From an optimization exercise on the open Yosys and OpenROAD flow, aimed at small area, a short achievable clock period and few clock cycles per item; shortcuts taken in it are not production practice. Where RTL was checked, it was by simulation tests only, not by an equivalence proof against the original.

==> run a <==
## hammersley_point_generator
module hammersley_point_generator #(
  parameter int INDEX_BITS    = 20,
  parameter int FRACTION_BITS = 32
) (
  input  logic                             clk,
  input  logic                             rst_n,
  input  logic                             cfg_valid,
  output logic                             cfg_ready,
  input  logic [hpg_pkg::LENGTH_BITS-1:0]  cfg_sequence_length,
  input  logic                             in_valid,
  output logic                             in_ready,
  input  logic [INDEX_BITS-1:0]            in_sample_index,
  output logic                             out_valid,
  input  logic                             out_ready,
  output logic [hpg_pkg::COORD_BITS-1:0]   out_regular_coord,
  output logic [hpg_pkg::COORD_BITS-1:0]   out_radix2_coord,
  output logic [hpg_pkg::COORD_BITS-1:0]   out_radix3_coord,
  output logic [hpg_pkg::COORD_BITS-1:0]   out_radix5_coord,
  output logic                             out_index_out_of_range
);
clock: 8.0 ns
lec_check: 0
abc_clock_period_in_ps: 2000
cap_margin: 20
core_margin: 2
core_utilization: 55
setup_slack_margin: 4.9
slew_margin: 20
run.sh (not shown) runs the stock make flow with config.mk's settings and CLKGATE_MAP_FILE= SYNTH_SCRIPT=/design/flow/synth_recipe.tcl, a recipe that flattens the netlist after the stock synthesis.
==> run b (differences from run a) <==
ABC_CLOCK_PERIOD_IN_PS = 2500   (was 2000)
CORE_UTILIZATION = 60   (was 55)
SETUP_SLACK_MARGIN = 4.7   (was 4.9)
==> qor summary <==
quantity                                                                     run b                    run a
# fillers                                                                    14.6k                    17.0k
Final Instance Count excl. Fillers                                           14.0k                    14.4k
Number of vias in the routed layout                                          82.6k                    83.2k
Crit Reg-Reg Endpoint                                                     rem_r[8]                rem_r[10]
Beginning of the worst hold path                                            p155_7                   p152_3
Clock buffers                                                                  286                      273
Arrival time reported for the critical path endpoint                       4.08 ns                  3.98 ns
Buffer count excluding the clock tree in the final layout                      409                      550
Worst Setup Slack, final                                                   4.66 ns                  4.77 ns
Register share of the cell area                                              35.5%                    34.8%
Dpl cells                                                                    13.4k                    13.7k
Run status                                                 complete, no violations  complete, no violations
Fraction of layout cells with a size suffix above 1                          12.2%                    16.4%
Met3 wire length                                                          20700 µm                 20600 µm
Launch point of the worst reg-to-reg path                                 dn3_r[2]                  dd_r[0]
1st-iter DRT viols                                                            7665                     7094
Number of global-route vias before repair                                    81.6k                    81.5k
HPWL after DPL                                                           200000 µm                205000 µm
Amount of wire on met2 after detailed routing                            132000 µm                136000 µm
Testbench counts of run a, summed over its fixed seeds: cycles 2,248, items 2,048.
Testbench counts of run b, summed over its fixed seeds: cycles 2,248, items 2,048.

========
==> indigo <==
hammersley_point_generator, a different RTL version from the one above (not shown whole).
Design hammersley_point_generator, start of the top module:
module hammersley_point_generator #(
  parameter int INDEX_BITS    = 20,
  parameter int FRACTION_BITS = 32
) (
  input  logic                             clk,
  input  logic                             rst_n,
  input  logic                             cfg_valid,
  output logic                             cfg_ready,
  input  logic [hpg_pkg::LENGTH_BITS-1:0]  cfg_sequence_length,
  input  logic                             in_valid,
  output logic                             in_ready,
  input  logic [INDEX_BITS-1:0]            in_sample_index,
  output logic                             out_valid,
  input  logic                             out_ready,
  output logic [hpg_pkg::COORD_BITS-1:0]   out_regular_coord,
  output logic [hpg_pkg::COORD_BITS-1:0]   out_radix2_coord,
  output logic [hpg_pkg::COORD_BITS-1:0]   out_radix3_coord,
  output logic [hpg_pkg::COORD_BITS-1:0]   out_radix5_coord,
  output logic                             out_index_out_of_range
);
  localparam int KS       = 7;
  localparam int PH_ALLOW = 18;
  logic [20:0] len_r;
  logic [4:0]  s_r;
  logic [21:0] nn_r;
  logic [23:0] n3_r;
  logic [21:0] k_r;
  logic [31:0] rp_r, qs_r;
  logic [34:0] r3_r;
  logic [21:0] rem_r;
  logic [4:0]  ph_r;
  logic [21:0] dn_r;
  logic [23:0] dn3_r;
  logic [21:0] pk_r;
  logic        last_r;
  logic [20:0] len_eff;
  logic [4:0]  lz;
  logic [23:0] r4;
  logic [24:0] t1, t2, t3;
  logic [32:0] rp33;
  logic        pow2;
  logic [21:0] dd_r, pk_x, rin_x;
  logic [23:0] dn3_x;
  assign len_eff = (len_r == 21'd0) ? 21'd1 : len_r;
  assign pow2    = (dn_r == 22'h100000);
  assign dn3_x   = {2'b0, dn_r} + {1'b0, dn_r, 1'b0};
  assign pk_x    = 22'(23'h400000 - {1'b0, dn_r});
  assign rin_x   = 22'h200000 - dn_r;
  always_comb begin
    lz = 5'd20;
    for (int k = 0; k < 21; k++) begin
      if (len_eff[k]) lz = 5'(20 - k);
    end
  end
  assign r4   = {rem_r, 2'b00};
  assign t1   = {1'b0, r4} - {3'b0, dd_r};
  assign t2   = {1'b0, r4} - {2'b0, dd_r, 1'b0};
  assign t3   = {1'b0, r4} - {1'b0, dn3_r};
  assign rp33 = {1'b1, qs_r};
  always_ff @(posedge clk) begin
    if (!rst_n) begin
  ...
clock: 8.0 ns
lec_check: 0
abc_clock_period_in_ps: 2000
cap_margin: 20
core_margin: 2
core_utilization: 60
setup_slack_margin: 4.7
slew_margin: 20
==> xenon (differences from indigo) <==
--- a/flow/design.v
+++ b/flow/design.v
@@ -26,95 +26,87 @@
   output logic [hpg_pkg::COORD_BITS-1:0]   out_radix3_coord,
   output logic [hpg_pkg::COORD_BITS-1:0]   out_radix5_coord,
   output logic                             out_index_out_of_range
 );
   localparam int KS       = 7;
-  localparam int PH_ALLOW = 18;
+  localparam int PH_ALLOW = 19;
   logic [20:0] len_r;
   logic [4:0]  s_r;
   logic [21:0] nn_r;
   logic [23:0] n3_r;
   logic [21:0] k_r;
-  logic [31:0] rp_r, qs_r;
+  logic [31:0] rp_r;
   logic [34:0] r3_r;
   logic [21:0] rem_r;
   logic [4:0]  ph_r;
   logic [21:0] dn_r;
   logic [23:0] dn3_r;
-  logic [21:0] pk_r;
-  logic        last_r;
   logic [20:0] len_eff;
   logic [4:0]  lz;
   logic [23:0] r4;
   logic [24:0] t1, t2, t3;
   logic [32:0] rp33;
-  logic        pow2;
-  logic [21:0] dd_r, pk_x, rin_x;
-  logic [23:0] dn3_x;
   assign len_eff = (len_r == 21'd0) ? 21'd1 : len_r;
-  assign pow2    = (dn_r == 22'h100000);
-  assign dn3_x   = {2'b0, dn_r} + {1'b0, dn_r, 1'b0};
-  assign pk_x    = 22'(23'h400000 - {1'b0, dn_r});
-  assign rin_x   = 22'h200000 - dn_r;
   always_comb begin
     lz = 5'd20;
     for (int k = 0; k < 21; k++) begin
       if (len_eff[k]) lz = 5'(20 - k);
     end
   end
   assign r4   = {rem_r, 2'b00};
-  assign t1   = {1'b0, r4} - {3'b0, dd_r};
-  assign t2   = {1'b0, r4} - {2'b0, dd_r, 1'b0};
+  assign t1   = {1'b0, r4} - {3'b0, dn_r};
+  assign t2   = {1'b0, r4} - {2'b0, dn_r, 1'b0};
   assign t3   = {1'b0, r4} - {1'b0, dn3_r};
-  assign rp33 = {1'b1, qs_r};
+  assign rp33 = {1'b1, rp_r};
   always_ff @(posedge clk) begin
     if (!rst_n) begin
-      len_r  <= 21'd1;
-      ph_r   <= 5'd1;
-      last_r <= 1'b0;
+      len_r <= 21'd1;
+      ph_r  <= 5'd0;
+      s_r   <= 5'd21;
+      nn_r  <= 22'h200000;
+      n3_r  <= 24'h600000;
+      k_r   <= 22'h200000;
+      rp_r  <= 32'd0;
+      r3_r  <= 35'h300000000;
     end else begin
       if (cfg_valid) begin
         len_r <= cfg_sequence_length;
         ph_r  <= 5'd1;
       end else if (ph_r != 5'd0) begin
-        ph_r <= (ph_r == 5'd19) ? 5'd0 : ph_r + 5'd1;
+        ph_r <= (ph_r == 5'd20) ? 5'd0 : ph_r + 5'd1;
+      end
+      if (ph_r == 5'd1) s_r <= lz;
+      if (ph_r == 5'd2 && dn_r == 22'h100000) s_r <= s_r + 5'd1;
+      if (ph_r >= 5'd4 && ph_r <= 5'd19) begin
+        if (!t3[24])      rp_r <= {rp_r[29:0], 2'd3};
+        else if (!t2[24]) rp_r <= {rp_r[29:0], 2'd2};
+        else if (!t1[24]) rp_r <= {rp_r[29:0], 2'd1};
+        else              rp_r <= {rp_r[29:0], 2'd0};
+      end
+      if (ph_r == 5'd20) begin
+        r3_r <= {2'b0, rp33} + {1'b0, rp33, 1'b0};
+        nn_r <= dn_r;
+        n3_r <= dn3_r;
+        k_r  <= 22'(23'h400000 - {1'b0, dn_r});
       end
-      last_r <= (ph_r == 5'd18) & ~cfg_valid;
     end
   end
   always_ff @(posedge clk) begin
-    if (ph_r == 5'd1) begin
-      s_r  <= lz;
-      dn_r <= 22'({1'b0, len_eff} << lz);
-    end
-    if (ph_r == 5'd2) begin
-      if (pow2) s_r <= s_r + 5'd1;
-      if (pow2) dn_r <= 22'h200000;
-      dd_r  <= pow2 ? 22'h200000 : dn_r;
-      dn3_r <= pow2 ? 24'h600000 : dn3_x;
-      pk_r  <= pow2 ? 22'h200000 : pk_x;
+    if (ph_r == 5'd1) dn_r <= 22'({1'b0, len_eff} << lz);
+    if (ph_r == 5'd2 && dn_r == 22'h100000) dn_r <= 22'h200000;
+    if (ph_r == 5'd3) begin
+      dn3_r <= {2'b0, dn_r} + {1'b0, dn_r, 1'b0};
+      rem_r <= 22'h200000 - dn_r;
     end
-    if (ph_r == 5'd2) rem_r <= pow2 ? 22'd0 : rin_x;
-    else if (!t3[24]) rem_r <= t3[21:0];
-    else if (!t2[24]) rem_r <= t2[21:0];
-    else if (!t1[24]) rem_r <= t1[21:0];
-    else              rem_r <= r4[21:0];
-    if (ph_r >= 5'd3 && ph_r <= 5'd18) begin
-      if (!t3[24])      qs_r <= {qs_r[29:0], 2'd3};
-      else if (!t2[24]) qs_r <= {qs_r[29:0], 2'd2};
-      else if (!t1[24]) qs_r <= {qs_r[29:0], 2'd1};
-      else              qs_r <= {qs_r[29:0], 2'd0};
-    end
-    if (last_r) begin
-      rp_r <= qs_r;
-      r3_r <= {2'b0, rp33} + {1'b0, rp33, 1'b0};
-      nn_r <= dn_r;
-      n3_r <= dn3_r;
-      k_r  <= pk_r;
+    if (ph_r >= 5'd4 && ph_r <= 5'd19) begin
+      if (!t3[24])      rem_r <= t3[21:0];
+      else if (!t2[24]) rem_r <= t2[21:0];
+      else if (!t1[24]) rem_r <= t1[21:0];
+      else              rem_r <= r4[21:0];
     end
   end
-  logic [19:0] ib_i, ir_i;
+  logic [19:0] ir_i, ib_i;
   logic        ir_v, ib_v;
   logic [20:0] m_s;
   logic [21:0] yp_s;
   logic        oor_s;
   logic [KS:0] v_r;
@@ -160,22 +152,22 @@
     end else begin
       if (!ir_v) ir_v_n = in_acc;
       else if (in_acc) ib_v_n = 1'b1;
     end
     if (cfg_valid) ph_n = 5'd1;
-    else if (ph_r == 5'd0 || ph_r == 5'd19) ph_n = 5'd0;
+    else if (ph_r == 5'd0 || ph_r == 5'd20) ph_n = 5'd0;
     else ph_n = ph_r + 5'd1;
   end
   always_ff @(posedge clk) begin
     if (!rst_n) begin
       ir_v       <= 1'b0;
       ib_v       <= 1'b0;
       v_r        <= '0;
       rr_v       <= 1'b0;
       rnd_r      <= 5'd0;
       o_v        <= 1'b0;
-      in_ready_r <= 1'b0;
+      in_ready_r <= 1'b1;
     end else begin
       v_r  <= {v_r[KS-1:0], rr_v | (adv & ir_v)};
       rr_v <= recirc & v_r[KS];
       ir_v <= ir_v_n;
       ib_v <= ib_v_n;
@@ -183,14 +175,15 @@
       rnd_r <= trig ? 5'(KS + 1) : (forced ? rnd_r - 5'd1 : 5'd0);
       if (o_free) o_v <= v_r[KS] & ~recirc;
     end
   end
   always_ff @(posedge clk) begin
-    if (adv || !ir_v) begin
+    if (adv) begin
       ir_i <= ib_v ? ib_i : in_sample_index;
-    end else if (!ib_v) begin
-      ib_i <= in_sample_index;
+    end else begin
+      if (!ir_v) ir_i <= in_sample_index;
+      else if (!ib_v) ib_i <= in_sample_index;
     end
     rr_m   <= q_m;
     rr_oor <= q_oor;
     m_s    <= rr_v ? rr_m : ir_m;
     yp_s   <= rr_v ? rr_yp : ir_yp;
@@ -661,11 +654,10 @@
   logic p1113_7;
   logic p1114_7;
   logic p1115_7;
   logic p1116_7;
   logic p1117_7;
-  logic p1118_7;
   logic p1119_7;
   logic p1120_7;
   logic p1121_7;
   logic p1122_7;
   logic p1123_7;
@@ -690,10 +682,11 @@
   logic p1137_6;
   logic p1137_7;
   logic p1147_7;
   logic p1148_7;
   logic p1149_7;
+  logic p1161_7;
   logic p1169_6;
   logic p1169_7;
   logic p1181_7;
   logic p1182_7;
   logic p1185_7;
@@ -1049,24 +1042,24 @@
   logic p2217_7;
   logic p2218_7;
   logic p2219_7;
   logic p2220_7;
   logic p2222_7;
+  logic p2223_7;
   logic p2224_7;
+  logic p2225_7;
   logic p2226_7;
   logic p2233_6;
   logic p2237_7;
   logic p2238_7;
   logic p2239_7;
   logic p2241_7;
   logic p2244_7;
   logic p2261_7;
-  logic p2263_7;
   logic p2270_6;
   logic p2275_7;
   logic p2281_7;
-  logic p2302_7;
   logic p2314_7;
   logic p2931_1;
   logic p2945_1;
   logic p2946_1;
   logic p2952_1;
@@ -1124,14 +1117,16 @@
   logic p3165_2;
   logic p3177_1;
   logic p3178_1;
   logic p3179_1;
   logic p3180_1;
+  logic p3184_2;
   logic p3195_1;
   logic p3196_1;
   logic p3197_1;
   logic p3198_1;
+  logic p3201_2;
   logic p3213_1;
   logic p3214_1;
   logic p3215_1;
   logic p3216_1;
   logic p3220_2;
@@ -1222,12 +1217,10 @@
   logic p3518_1;
   logic p3532_2;
   logic p3534_2;
   logic p3539_2;
   logic p3540_2;
-  logic p3541_2;
-  logic p3542_2;
   logic p3543_2;
   logic p3544_2;
   logic p3547_2;
   logic p3548_2;
   logic p3550_2;
@@ -1447,13 +1440,13 @@
   logic p4144_5;
   logic p4157_5;
   logic p4159_5;
   logic p4160_5;
   logic p4165_4;
+  logic p4166_4;
   logic p4175_5;
   logic p4177_5;
-  logic p4189_4;
   logic p4195_5;
   logic p4197_5;
   logic p4219_4;
   logic p4220_4;
   logic p4223_5;
@@ -2476,11 +2469,11 @@
   wire n1156 = ((p1107_7 & p1109_7));
   wire n1157 = ((p852_7 & p1111_7));
   wire n1158 = ((p874_7 & p1113_7));
   wire n1159 = ((p912_7 & p1114_7));
   wire n1160 = ((p912_7 & p1115_7));
-  wire n1161 = ((p1118_7) | (p1116_7 & p1119_7));
+  wire n1161 = ((n1118) | (n1116 & n1119));
   wire n1162 = ((p1117_7 & p1119_7));
   wire n1163 = ((p974_7 & p1120_7));
   wire n1164 = ((p974_7 & p1121_7));
   wire n1165 = ((p988_7 & p1123_7));
   wire n1166 = ((p1026_7 & p1124_7));
@@ -2510,11 +2503,11 @@
   wire n1198 = ((p874_7 & n1157));
   wire n1199 = ((p1112_7) | (p1110_7 & n1158));
   wire n1200 = ((n1157 & n1158));
   wire n1201 = ((p1116_7) | (p1117_7 & n1159));
   wire n1202 = ((p1117_7 & n1160));
-  wire n1203 = ((n1161) | (n1159 & n1162));
+  wire n1203 = ((p1161_7) | (n1159 & n1162));
   wire n1204 = ((n1160 & n1162));
   wire n1205 = ((p988_7 & n1163));
   wire n1206 = ((p988_7 & n1164));
   wire n1207 = ((p1122_7) | (n1163 & n1165));
   wire n1208 = ((n1164 & n1165));
@@ -3496,11 +3489,11 @@
   wire n2258 = ((p2165_7 & p2214_7));
   wire n2259 = ((p2217_7) | (p2215_7 & p2218_7));
   wire n2260 = ((p2216_7 & p2218_7));
   wire n2261 = ((n2221) | (n2219 & n2222));
   wire n2262 = ((p2220_7 & p2222_7));
-  wire n2263 = ((n2225) | (n2223 & n2226));
+  wire n2263 = ((p2225_7) | (p2223_7 & p2226_7));
   wire n2264 = ((p2224_7 & p2226_7));
   wire n2265 = ((p2185_7 & p2187_7));
   wire n2270 = ((n2231) | (n2229 & n2232));
   wire n2273 = ((p2233_6 & n2234));
   wire n2275 = ((n2235 & n2236));
@@ -3525,13 +3518,13 @@
   wire n2297 = ((n2254 & n2256));
   wire n2298 = ((p2215_7) | (p2216_7 & n2257));
   wire n2299 = ((p2216_7 & n2258));
   wire n2300 = ((n2259) | (n2257 & n2260));
   wire n2301 = ((n2258 & n2260));
-  wire n2302 = ((n2223) | (n2224 & n2261));
+  wire n2302 = ((p2223_7) | (p2224_7 & p2261_7));
   wire n2303 = ((p2224_7 & n2262));
-  wire n2304 = ((p2263_7) | (p2261_7 & n2264));
+  wire n2304 = ((n2263) | (p2261_7 & n2264));
   wire n2305 = ((n2262 & n2264));
   wire n2306 = ((n2228 & n2265));
   wire n2314 = ((p2270_6 & n2273));
   wire n2319 = ((p2275_7 & n2279));
   wire n2320 = ((p1907_7 & p2241_7));
@@ -3556,11 +3549,11 @@
   wire n2339 = ((n2295 & n2297));
   wire n2340 = ((p2219_7) | (p2220_7 & n2300));
   wire n2341 = ((p2220_7 & n2301));
   wire n2342 = ((p2261_7) | (n2262 & n2300));
   wire n2343 = ((n2262 & n2301));
-  wire n2344 = ((p2302_7) | (n2300 & n2303));
+  wire n2344 = ((n2302) | (n2300 & n2303));
   wire n2345 = ((n2301 & n2303));
   wire n2346 = ((n2304) | (n2300 & n2305));
   wire n2347 = ((n2301 & n2305));
   wire n2362 = ((n2278) | (p2314_7 & n2319));
   wire n2364 = ((p1963_7 & n2326));
@@ -4670,12 +4663,12 @@
   wire n3536 = (p3130_2 ^ p3147_2);
   wire n3537 = ((p3148_2 & p3165_2));
   wire n3538 = (p3148_2 ^ p3165_2);
   wire n3539 = ((n3166 & n3183));
   wire n3540 = (n3166 ^ n3183);
-  wire n3541 = ((n3184 & n3201));
-  wire n3542 = (n3184 ^ n3201);
+  wire n3541 = ((p3184_2 & p3201_2));
+  wire n3542 = (p3184_2 ^ p3201_2);
   wire n3543 = ((n3202 & n3219));
   wire n3544 = (n3202 ^ n3219);
   wire n3545 = ((p3220_2 & p3237_2));
   wire n3546 = (p3220_2 ^ p3237_2);
   wire n3547 = ((n3238 & n3255));
@@ -4717,12 +4710,12 @@
   wire n3586 = ((n3075 & n3530));
   wire n3587 = ((n3533) | (n3531 & n3534));
   wire n3588 = ((n3532 & n3534));
   wire n3589 = ((n3537) | (n3535 & n3538));
   wire n3590 = ((n3536 & n3538));
-  wire n3591 = ((p3541_2) | (p3539_2 & p3542_2));
-  wire n3592 = ((p3540_2 & p3542_2));
+  wire n3591 = ((n3541) | (p3539_2 & n3542));
+  wire n3592 = ((p3540_2 & n3542));
   wire n3593 = ((n3545) | (p3543_2 & n3546));
   wire n3594 = ((p3544_2 & n3546));
   wire n3595 = ((n3549) | (n3547 & n3550));
   wire n3596 = ((p3548_2 & p3550_2));
   wire n3597 = ((n3553) | (n3551 & n3554));
@@ -4890,11 +4883,11 @@
   wire n3856 = (p3532_2 ^ p3774_2);
   wire n3857 = (p3534_2 ^ p3776_2);
   wire n3858 = (n3536 ^ n3778);
   wire n3859 = (n3538 ^ n3780);
   wire n3860 = (p3540_2 ^ n3782);
-  wire n3861 = (p3542_2 ^ n3784);
+  wire n3861 = (n3542 ^ n3784);
   wire n3862 = (p3544_2 ^ n3786);
   wire n3863 = (n3546 ^ n3788);
   wire n3864 = (p3548_2 ^ n3790);
   wire n3865 = (p3550_2 ^ n3792);
   wire n3866 = (p3552_2 ^ n3794);
@@ -5046,13 +5039,13 @@
   wire n4013 = ((nn_r[4] | p3873_4) & (nn_r[3] | p3872_4) & (n3_r[4] | ~p3872_4 | ~p3873_4) & (p3872_4 | p3873_4));
   wire n4014 = ((nn_r[5] | p3873_4) & (nn_r[4] | p3872_4) & (n3_r[5] | ~p3872_4 | ~p3873_4) & (p3872_4 | p3873_4));
   wire n4015 = ((p3874_4) & (nn_r[0] | n3_r[0]) & (nn_r[0] | p3875_4) & (n3_r[0] | ~p3875_4));
   wire n4016 = ((nn_r[1] | p3875_4) & (nn_r[0] | p3874_4) & (n3_r[1] | ~p3874_4 | ~p3875_4) & (p3874_4 | p3875_4));
   wire n4017 = ((nn_r[2] | p3875_4) & (nn_r[1] | p3874_4) & (n3_r[2] | ~p3874_4 | ~p3875_4) & (p3874_4 | p3875_4));
-  wire n4018 = ((nn_r[3] | p3875_3) & (nn_r[2] | p3874_3) & (n3_r[3] | ~p3874_3 | ~p3875_3) & (p3874_3 | p3875_3));
+  wire n4018 = ((nn_r[3] | p3875_4) & (nn_r[2] | p3874_4) & (n3_r[3] | ~p3874_4 | ~p3875_4) & (p3874_4 | p3875_4));
   wire n4019 = ((p3876_4) & (nn_r[0] | n3_r[0]) & (nn_r[0] | p3877_4) & (n3_r[0] | ~p3877_4));
-  wire n4020 = ((nn_r[1] | p3877_3) & (nn_r[0] | p3876_3) & (n3_r[1] | ~p3876_3 | ~p3877_3) & (p3876_3 | p3877_3));
+  wire n4020 = ((nn_r[1] | p3877_4) & (nn_r[0] | p3876_4) & (n3_r[1] | ~p3876_4 | ~p3877_4) & (p3876_4 | p3877_4));
   wire n4021 = (n3893 ^ n3913 ^ n3931);
   wire n4022 = ((n3893 & n3913) | (n3893 & n3931) | (n3913 & n3931));
   wire n4023 = (n3894 ^ n3914 ^ n3932);
   wire n4024 = ((n3894 & n3914) | (n3894 & n3932) | (n3914 & n3932));
   wire n4025 = (n3895 ^ n3915 ^ n3933);
@@ -5214,14 +5207,14 @@
   wire n4181 = (n4162 ^ n4164 ^ n4179);
   wire n4182 = ((n4162 & n4164) | (n4162 & n4179) | (n4164 & n4179));
   wire n4183 = (n3910 ^ n3930 ^ n3948);
   wire n4185 = (n3964 ^ n3978 ^ n3990);
   wire n4187 = (n4000 ^ n4008 ^ n4014);
-  wire n4189 = (n4018 ^ n4020 ^ n4166);
+  wire n4189 = (n4018 ^ n4020 ^ p4166_4);
   wire n4191 = (n4168 ^ n4170 ^ n4183);
   wire n4193 = (n4172 ^ n4185 ^ n4187);
-  wire n4195 = (n4174 ^ p4189_4 ^ n4191);
+  wire n4195 = (n4174 ^ n4189 ^ n4191);
   wire n4197 = (n4176 ^ n4178 ^ n4193);
   wire n4199 = (n4180 ^ p4195_5 ^ p4197_5);
   wire n4211 = ((n3891 & n3911));
   wire n4212 = (n3891 ^ n3911);
   wire n4213 = ((n3892 & n3912));
@@ -6076,11 +6069,10 @@
     p1113_7 <= n1113;
     p1114_7 <= n1114;
     p1115_7 <= n1115;
     p1116_7 <= n1116;
     p1117_7 <= n1117;
-    p1118_7 <= n1118;
     p1119_7 <= n1119;
     p1120_7 <= n1120;
     p1121_7 <= n1121;
     p1122_7 <= n1122;
     p1123_7 <= n1123;
@@ -6105,10 +6097,11 @@
     p1137_6 <= n1137;
     p1137_7 <= p1137_6;
     p1147_7 <= n1147;
     p1148_7 <= n1148;
     p1149_7 <= n1149;
+    p1161_7 <= n1161;
     p1169_6 <= n1169;
     p1169_7 <= p1169_6;
     p1181_7 <= n1181;
     p1182_7 <= n1182;
     p1185_7 <= n1185;
@@ -6464,24 +6457,24 @@
     p2217_7 <= n2217;
     p2218_7 <= n2218;
     p2219_7 <= n2219;
     p2220_7 <= n2220;
     p2222_7 <= n2222;
+    p2223_7 <= n2223;
     p2224_7 <= n2224;
+    p2225_7 <= n2225;
     p2226_7 <= n2226;
     p2233_6 <= n2233;
     p2237_7 <= n2237;
     p2238_7 <= n2238;
     p2239_7 <= n2239;
     p2241_7 <= n2241;
     p2244_7 <= n2244;
     p2261_7 <= n2261;
-    p2263_7 <= n2263;
     p2270_6 <= n2270;
     p2275_7 <= n2275;
     p2281_7 <= n2281;
-    p2302_7 <= n2302;
     p2314_7 <= n2314;
     p2931_1 <= n2931;
     p2945_1 <= n2945;
     p2946_1 <= n2946;
     p2952_1 <= n2952;
@@ -6539,14 +6532,16 @@
     p3165_2 <= n3165;
     p3177_1 <= n3177;
     p3178_1 <= n3178;
     p3179_1 <= n3179;
     p3180_1 <= n3180;
+    p3184_2 <= n3184;
     p3195_1 <= n3195;
     p3196_1 <= n3196;
     p3197_1 <= n3197;
     p3198_1 <= n3198;
+    p3201_2 <= n3201;
     p3213_1 <= n3213;
     p3214_1 <= n3214;
     p3215_1 <= n3215;
     p3216_1 <= n3216;
     p3220_2 <= n3220;
@@ -6637,12 +6632,10 @@
     p3518_1 <= n3518;
     p3532_2 <= n3532;
     p3534_2 <= n3534;
     p3539_2 <= n3539;
     p3540_2 <= n3540;
-    p3541_2 <= n3541;
-    p3542_2 <= n3542;
     p3543_2 <= n3543;
     p3544_2 <= n3544;
     p3547_2 <= n3547;
     p3548_2 <= n3548;
     p3550_2 <= n3550;
@@ -6862,13 +6855,13 @@
     p4144_5 <= n4144;
     p4157_5 <= n4157;
     p4159_5 <= n4159;
     p4160_5 <= n4160;
     p4165_4 <= n4165;
+    p4166_4 <= n4166;
     p4175_5 <= n4175;
     p4177_5 <= n4177;
-    p4189_4 <= n4189;
     p4195_5 <= n4195;
     p4197_5 <= n4197;
     p4219_4 <= n4219;
     p4220_4 <= n4220;
     p4223_5 <= n4223;
==> flow/config.mk (replaced) <==
export PLATFORM = sky130hd
export DESIGN_NAME = hammersley_point_generator
export DESIGN_NICKNAME = hammersley_point_generator
export VERILOG_FILES = /design/flow/design.v
export SDC_FILE = /design/flow/constraint.sdc
export NUM_CORES = 4
export LEC_CHECK = 0
export ABC_CLOCK_PERIOD_IN_PS = 2500
export CAP_MARGIN = 20
export CORE_MARGIN = 2
export CORE_UTILIZATION = 55
export SETUP_SLACK_MARGIN = 5
export SLEW_MARGIN = 20
==> impl_results.md <==
- Synth area leaders: dfxtp_1, fa_1, edfxtp_1
- Routed met1 length: 143,000 um
- Die Wd: 450 um
- FF-to-FF Start: dn3_r[2]
- Setup ws final: between 4 and 5 ns
- GRT met2 Usage: 45.4%
- Layout fillers: 15,181
- Result of the run: timing/DRC/antenna clean
That was xenon.
==> impl_results.md <==
- Result of the run: timing/DRC/antenna clean
- Total global-route track usage: 30.8%
- Routed met1 length: about 130,000 um
- Layout fillers: 14,132
- GRT met2 Usage: 48.7%
- Synth area leaders: dfxtp_1, fa_1, edfxtp_1
- Multi-input logic portion of the cell area: about half
- FF-to-FF Start: qs_r[1]
- Post-CTS Setup Bufs: 113
- FFs w/ async S/R, synth: 0%
- Compound-Gate Fraction of Synth Area: 15.9%
- Final Core Density: about two thirds
That was indigo.
Testbench counts of indigo, summed over its fixed seeds: cycles 2,248, items 2,048.
For xenon, only the layout was checked, not whether the RTL still works.

==> what the ideal ports hide <==
The flow's constraints put no driver on any port. The routed layouts listed below were extracted and timed again, unchanged, in two steps. Step 1 assumes that a clkbuf_16 drives the clock port and a buf_2 every other input. Step 2 also shifts input and output timing later by t, the mid clock arrival at the registers, as if the neighbouring blocks saw the same clock. a / b / c = ideal ports / drivers / drivers and shift; a / b = the first two.
| run | t, ns | setup slack, ns | hold slack, ns | worst setup path at the end |
|---|---|---|---|---|
| run a | 0.941 | 4.773 / 4.757 / 4.096 | 0.288 / 0.288 / 0.288 | input to register |
| run b | 0.963 | 4.664 / 4.664 / 3.847 | 0.315 / 0.315 / 0.315 | input to register |
| indigo | 0.921 | 4.645 / 4.645 / 3.959 | 0.264 / 0.264 / 0.264 | input to register |
| xenon | 0.934 | 4.522 / 4.522 / 4.261 | 0.302 / 0.302 / 0.302 | input to register |
After both steps setup and hold are still met in every run listed. For run b, which loses most, drivers alone change the setup slack by 0.000 ns; drivers and shift together by -0.817 ns.
